From an optimization exercise on the open Yosys and OpenROAD flow, aimed at small area, a short achievable clock period and few clock cycles per item; shortcuts taken in it are not production practice. At most, simulation tests tie the RTL to the original design; equivalence was not proved.

## lane 1
==> flow/design.v <==
`default_nettype none
package wl_pkg;
  localparam logic [1:0] FMT_GRAY  = 2'd0;
  localparam logic [1:0] FMT_RGB16 = 2'd1;
  localparam logic [1:0] FMT_RGB8  = 2'd2;
  localparam logic [1:0] FMT_RGBA8 = 2'd3;
  localparam logic [1:0] REG_FORMAT = 2'd0;
  localparam logic [1:0] REG_LOW    = 2'd1;
  localparam logic [1:0] REG_HIGH   = 2'd2;
  localparam int RW = 32;
endpackage
`default_nettype wire
`default_nettype none
module wl_pg #(
  parameter int W = 33
) (
  input  wire logic [W-1:0] a,
  input  wire logic [W-1:0] b,
  output logic [W-1:0] p,
  output logic [W-1:0] g
);
  assign p = a ^ b;
  assign g = a & b;
endmodule
module wl_pfx #(
  parameter int W = 33
) (
  input  wire logic [W-1:0] p,
  input  wire logic [W-1:0] g,
  input  wire logic cin,
  output logic [W-1:0] c
);
  localparam int L = W > 32 ? 6 : W > 16 ? 5 : W > 8 ? 4 : W > 4 ? 3 : W > 2 ? 2 : 1;
  logic [L:0][W-1:0] gg, pp;
  assign gg[0] = {g[W-1:1], g[0] | (p[0] & cin)};
  assign pp[0] = p;
  for (genvar l = 0; l < L; l++) begin : g_lv
    for (genvar i = 0; i < W; i++) begin : g_bit
      if (((i >> l) & 1) == 1) begin : g_join
        localparam int J = ((i >> l) << l) - 1;
        assign gg[l+1][i] = gg[l][i] | (pp[l][i] & gg[l][J]);
        assign pp[l+1][i] = pp[l][i] & pp[l][J];
      end else begin : g_pass
        assign gg[l+1][i] = gg[l][i];
        assign pp[l+1][i] = pp[l][i];
      end
    end
  end
  assign c = gg[L];
endmodule
module wl_add #(
  parameter int W = 33
) (
  input  wire logic [W-1:0] a,
  input  wire logic [W-1:0] b,
  input  wire logic cin,
  output logic [W-1:0] s
);
  logic [W-1:0] p, g, c;
  wl_pg #(.W(W)) u_pg (.a(a), .b(b), .p(p), .g(g));
  wl_pfx #(.W(W)) u_pfx (.p(p), .g(g), .cin(cin), .c(c));
  assign s = p ^ {c[W-2:0], cin};
endmodule
module wl_msb #(
  parameter int W = 33
) (
  input  wire logic [W-1:0] a,
  input  wire logic [W-1:0] b,
  input  wire logic cin,
  output logic s
);
  logic [W-1:0] p, g, c;
  wl_pg #(.W(W)) u_pg (.a(a), .b(b), .p(p), .g(g));
  wl_pfx #(.W(W)) u_pfx (.p(p), .g(g), .cin(cin), .c(c));
  assign s = p[W-1] ^ c[W-2];
endmodule
module wl_div_stage (
  input  wire logic clk,
  input  wire logic [wl_pkg::RW:0] dn,
  input  wire logic dneg,
  input  wire logic byp,
  input  wire logic [wl_pkg::RW:0] r_in,
  input  wire logic [7:0] xq_in,
  output logic [wl_pkg::RW:0] r_out,
  output logic [7:0] xq_out
);
  localparam int RW = wl_pkg::RW;
  logic sub;
  logic [RW:0] t, s;
  assign sub = !r_in[RW];
  assign t = {r_in[RW-1:0], xq_in[7]};
  wl_add #(.W(RW+1)) u_add (
    .a(t), .b(dn ^ {(RW+1){sub}}), .cin(sub ^ dneg), .s(s)
  );
  always_ff @(posedge clk) begin
    r_out <= s;
    xq_out <= {xq_in[6:0], byp ? xq_in[7] : !r_in[RW]};
  end
endmodule
`default_nettype wire
`default_nettype none
module window_level_to_rgb8 (
  input  wire logic clk,
  input  wire logic rst,
  input  wire logic cfg_we,
  input  wire logic [1:0] cfg_index,
  input  wire logic [31:0] cfg_data,
  input  wire logic pix_in_valid,
  output logic pix_in_ready,
  input  wire logic [32+16*3+8-1:0] pix_in_data,
  output logic pix_out_valid,
  input  wire logic pix_out_ready,
  output logic [31:0] pix_out_data
);
  localparam int RW = wl_pkg::RW;
  localparam int NST = 7;
  logic [1:0] fmt;
  logic signed [31:0] lo, hi;
  always_ff @(posedge clk) begin
    if (rst) begin
      fmt <= wl_pkg::FMT_GRAY;
      lo <= '0;
      hi <= 32'sd255;
    end else if (cfg_we) begin
      case (cfg_index)
        wl_pkg::REG_FORMAT: fmt <= cfg_data[1:0];
        wl_pkg::REG_LOW:    lo <= cfg_data;
        wl_pkg::REG_HIGH:   hi <= cfg_data;
        default: ;
      endcase
    end
  end
  logic is_gray, is_rgb16, is_rgb8;
  assign is_gray  = fmt == wl_pkg::FMT_GRAY;
  assign is_rgb16 = fmt == wl_pkg::FMT_RGB16;
  assign is_rgb8  = fmt[1];
  logic [RW:0] dw, dn;
  logic dneg, dzero;
  logic [RW:0] dhl;
  wl_add #(.W(RW+1)) u_dhl (.a({hi[31], hi}), .b(~{lo[31], lo}), .cin(1'b1), .s(dhl));
  assign dw = is_rgb8 ? '0 : dhl;
  always_ff @(posedge clk) begin
    dn <= dw ^ {(RW+1){dw[RW]}};
    dneg <= dw[RW];
  end
  assign dzero = dn == '0 && !dneg;
  logic [RW:0] ea;
  logic va, bypa, hda;
  logic [NST:0][RW:0] r;
  logic [NST:0][7:0] xq;
  logic [NST:0] vl, zr, st, byp, hd;
  logic rmode, out_free, deliver, recirc;
  assign out_free = !pix_out_valid || pix_out_ready;
  assign deliver = vl[NST] && out_free && (!rmode || hd[NST]);
  assign recirc = vl[NST] && !deliver;
  logic ivld, ilast;
  logic [1:0] iph;
  logic [47:0] ib;
  logic front_free, issue, accept;
  assign front_free = !recirc && !rmode;
  assign issue = ivld && front_free;
  assign pix_in_ready = !ivld || (front_free && ilast);
  assign accept = pix_in_valid && pix_in_ready;
  logic [31:0] gs;
  logic [15:0] ri, gi, bi;
  logic [7:0] ai;
  assign {gs, ri, gi, bi, ai} = pix_in_data;
  always_ff @(posedge clk) begin
    if (rst) begin
      ivld <= 1'b0;
    end else if (pix_in_ready) begin
      ivld <= pix_in_valid;
    end
  end
  always_ff @(posedge clk) begin
    if (pix_in_ready) begin
      iph <= '0;
      ilast <= !is_rgb16;
      if (is_gray) ib <= {16'd0, gs};
      else if (is_rgb16) ib <= {ri, gi, bi};
      else ib <= {16'd0, ri[7:0], gi[7:0], bi[7:0], fmt[0] ? ai : 8'd0};
    end else if (issue) begin
      iph <= iph + 2'd1;
      ilast <= iph == 2'd1;
      ib <= {ib[31:0], 16'd0};
    end
  end
  logic signed [32:0] v;
  logic [RW:0] eb;
  always_comb begin
    if (is_gray) v = {ib[31], ib[31:0]};
    else if (is_rgb16) v = {17'd0, ib[47:32]};
    else v = {1'b0, ib[31:0]};
  end
  wl_add #(.W(RW+1)) u_ea (
    .a(v), .b(is_rgb8 ? '1 : ~{lo[31], lo}), .cin(1'b1), .s(eb)
  );
  logic sl, fs;
  logic [7:0] y;
  logic [31:0] d32;
  assign sl = !r[NST][RW];
  wl_msb #(.W(RW+1)) u_last (
    .a({r[NST][RW-1:0], xq[NST][7]}), .b(dn ^ {(RW+1){sl}}), .cin(sl ^ dneg), .s(fs)
  );
  always_comb begin
    if (byp[NST]) y = {xq[NST][6:0], xq[NST][7]};
    else if (dzero) y = 8'd128;
    else if (zr[NST]) y = 8'd0;
    else if (st[NST]) y = 8'd255;
    else y = {xq[NST][5:0], !r[NST][RW], !fs};
    d32 = {r[NST][30:0], xq[NST][7]};
  end
  always_ff @(posedge clk) begin
    if (recirc) ea <= is_rgb8 ? {1'b0, d32} : {25'd0, y};
    else ea <= eb;
    bypa <= recirc;
    hda <= recirc && (!rmode || hd[NST]);
  end
  logic [RW-1:0] ub;
  logic sb;
  wl_add #(.W(RW)) u_ub (
    .a(ea[RW-1:0]), .b(~{{8{ea[RW]}}, ea[RW-1:8]}),
    .cin(!(dneg || ea[7:0] != 8'd0)), .s(ub)
  );
  wl_msb #(.W(RW+2)) u_sat (
    .a({ea[RW], ea}), .b({1'b0, dn} ^ {(RW+2){!dneg}}), .cin(!dneg), .s(sb)
  );
  always_ff @(posedge clk) begin
    if (is_rgb8 || bypa) begin
      r[0] <= {9'd0, ea[31:8]};
      xq[0] <= ea[7:0];
    end else begin
      r[0] <= {1'b0, ub ^ {RW{dneg}}};
      xq[0] <= dneg ? ea[7:0] : -ea[7:0];
    end
    zr[0] <= ea == '0 || (ea[RW] ^ dneg);
    st[0] <= dneg ? sb : !sb;
    byp[0] <= bypa;
    hd[0] <= hda;
  end
  for (genvar k = 0; k < NST; k++) begin : g_div
    wl_div_stage u_div (
      .clk(clk), .dn(dn), .dneg(dneg), .byp(byp[k]),
      .r_in(r[k]), .xq_in(xq[k]),
      .r_out(r[k+1]), .xq_out(xq[k+1])
    );
    always_ff @(posedge clk) begin
      zr[k+1] <= zr[k];
      st[k+1] <= st[k];
      byp[k+1] <= byp[k];
      hd[k+1] <= hd[k];
    end
  end
  always_ff @(posedge clk) begin
    if (rst) begin
      va <= 1'b0;
      vl <= '0;
      rmode <= 1'b0;
    end else begin
      va <= recirc || issue;
      vl <= {vl[NST-1:0], va};
      rmode <= recirc || (rmode && !(vl[NST] && hd[NST]));
    end
  end
  logic [1:0] och;
  logic olast;
  assign olast = !is_rgb16 || och == 2'd2;
  always_ff @(posedge clk) begin
    if (rst) och <= '0;
    else if (deliver) och <= olast ? 2'd0 : och + 2'd1;
  end
  always_ff @(posedge clk) begin
    if (deliver) begin
      if (is_gray) pix_out_data <= {y, y, y, 8'd0};
      else if (is_rgb16) pix_out_data <= {pix_out_data[23:8], y, 8'd0};
      else pix_out_data <= d32;
    end
  end
  always_ff @(posedge clk) begin
    if (rst) pix_out_valid <= 1'b0;
    else if (deliver) pix_out_valid <= olast;
    else if (pix_out_ready) pix_out_valid <= 1'b0;
  end
endmodule
`default_nettype wire
Settings: LEC_CHECK=0, CAP_MARGIN=20, CORE_MARGIN=2, CORE_UTILIZATION=40, PLACE_DENSITY=0.6, SETUP_SLACK_MARGIN=2.0, SLEW_MARGIN=20, SYNTH_HIERARCHICAL=1; clock period 5.0 ns.
run.sh (not shown) runs the stock make flow with config.mk's settings and CLKGATE_MAP_FILE= SYNTH_SCRIPT=/design/flow/synth_recipe.tcl, a recipe that flattens the netlist after the stock synthesis.
Testbench counts of lane 1, summed over its fixed seeds: cycles 15,817, items 8,192.
diff inputs: lane 1 => lane 2
--- a/flow/design.v
+++ b/flow/design.v
@@ -28,11 +28,11 @@
   input  wire logic [W-1:0] p,
   input  wire logic [W-1:0] g,
   input  wire logic cin,
   output logic [W-1:0] c
 );
-  localparam int L = W > 32 ? 6 : W > 16 ? 5 : W > 8 ? 4 : W > 4 ? 3 : W > 2 ? 2 : 1;
+  localparam int L = $clog2(W);
   logic [L:0][W-1:0] gg, pp;
   assign gg[0] = {g[W-1:1], g[0] | (p[0] & cin)};
   assign pp[0] = p;
   for (genvar l = 0; l < L; l++) begin : g_lv
     for (genvar i = 0; i < W; i++) begin : g_bit
@@ -151,48 +151,45 @@
   logic [NST:0] vl, zr, st, byp, hd;
   logic rmode, out_free, deliver, recirc;
   assign out_free = !pix_out_valid || pix_out_ready;
   assign deliver = vl[NST] && out_free && (!rmode || hd[NST]);
   assign recirc = vl[NST] && !deliver;
-  logic ivld, ilast;
-  logic [1:0] iph;
-  logic [47:0] ib;
-  logic front_free, issue, accept;
+  logic [1:0] ibn;
+  logic [31:0] ib;
+  logic front_free, accept, issue_ib;
   assign front_free = !recirc && !rmode;
-  assign issue = ivld && front_free;
-  assign pix_in_ready = !ivld || (front_free && ilast);
+  assign pix_in_ready = front_free && ibn == 2'd0;
   assign accept = pix_in_valid && pix_in_ready;
+  assign issue_ib = front_free && ibn != 2'd0;
   logic [31:0] gs;
   logic [15:0] ri, gi, bi;
   logic [7:0] ai;
   assign {gs, ri, gi, bi, ai} = pix_in_data;
+  logic ibs;
   always_ff @(posedge clk) begin
     if (rst) begin
-      ivld <= 1'b0;
-    end else if (pix_in_ready) begin
-      ivld <= pix_in_valid;
-    end
-  end
-  always_ff @(posedge clk) begin
-    if (pix_in_ready) begin
-      iph <= '0;
-      ilast <= !is_rgb16;
-      if (is_gray) ib <= {16'd0, gs};
-      else if (is_rgb16) ib <= {ri, gi, bi};
-      else ib <= {16'd0, ri[7:0], gi[7:0], bi[7:0], fmt[0] ? ai : 8'd0};
-    end else if (issue) begin
-      iph <= iph + 2'd1;
-      ilast <= iph == 2'd1;
-      ib <= {ib[31:0], 16'd0};
-    end
+      ibn <= '0;
+      ibs <= 1'b0;
+    end else if (accept && is_rgb16) begin
+      ibn <= 2'd2;
+      ibs <= 1'b1;
+    end else if (issue_ib) begin
+      ibn <= ibn - 2'd1;
+      ibs <= ibn[1];
+    end
+  end
+  always_ff @(posedge clk) begin
+    if (accept) ib <= {gi, bi};
+    else if (issue_ib) ib <= {ib[15:0], 16'd0};
   end
   logic signed [32:0] v;
   logic [RW:0] eb;
   always_comb begin
-    if (is_gray) v = {ib[31], ib[31:0]};
-    else if (is_rgb16) v = {17'd0, ib[47:32]};
-    else v = {1'b0, ib[31:0]};
+    if (ibs) v = {17'd0, ib[31:16]};
+    else if (is_gray) v = 33'(signed'(gs));
+    else if (is_rgb16) v = {17'd0, ri};
+    else v = {1'b0, ri[7:0], gi[7:0], bi[7:0], fmt[0] ? ai : 8'd0};
   end
   wl_add #(.W(RW+1)) u_ea (
     .a(v), .b(is_rgb8 ? '1 : ~{lo[31], lo}), .cin(1'b1), .s(eb)
   );
   logic sl, fs;
@@ -255,11 +252,11 @@
     if (rst) begin
       va <= 1'b0;
       vl <= '0;
       rmode <= 1'b0;
     end else begin
-      va <= recirc || issue;
+      va <= recirc || accept || issue_ib;
       vl <= {vl[NST-1:0], va};
       rmode <= recirc || (rmode && !(vl[NST] && hd[NST]));
     end
   end
   logic [1:0] och;
==> comparison <==
Delta (lane 2 minus lane 1): post-CTS setup buffer count rose by 55, buffer count excluding the clock tree in the final layout saw an increase, layout sequential cell count saw a decrease, count of filler cells inserted in the layout saw a decrease. Lane 2 vs. lane 1: peak fanout along the critical path went down by 8. Lane 1 -> lane 2: cell total after placement decreased by a few percent. Diff lane 1 -> lane 2: layout-stage area growth over the synthesis result increased 4.5 points, cell area rose by 1.0%, synthesized area fell by 2.7%, total buffers and inverters traversed by the critical path fell by 1.
No functional check of the RTL was part of lane 2.

[separate check: timing with driven ports]
The flow's constraints put no driver on any port. The routed layouts listed below were extracted and timed again, unchanged, in two steps.
Step 1 assumes that a clkbuf_16 drives the clock port and a buf_2 every other input.
Step 2 adds t to the input delays and takes it off the output delays; t is the mean of the earliest and latest rising clock arrival at the registers after step 1. Input paths then give back, and output paths get back, about the clock's delay inside the block.
Three values: ideal, step 1, step 2; two values: the first two.
| run | shift t [ns] | slack for setup (ns) | worst hold slack (ns) | worst data-port slew with drivers (ns) |
|---|---|---|---|---|
| lane 1 | 0.667 | 2.002 / 2.002 / 1.647 | 0.319 / 0.319 / 0.319 | 0.06 |
| lane 2 | 0.670 | 1.824 / 1.863 / 1.193 | 0.322 / 0.322 / 0.322 | 0.07 |
After both steps setup and hold are still met in every run listed. For lane 2, which loses most, drivers alone change the setup slack by +0.039 ns; drivers and shift together by -0.631 ns.
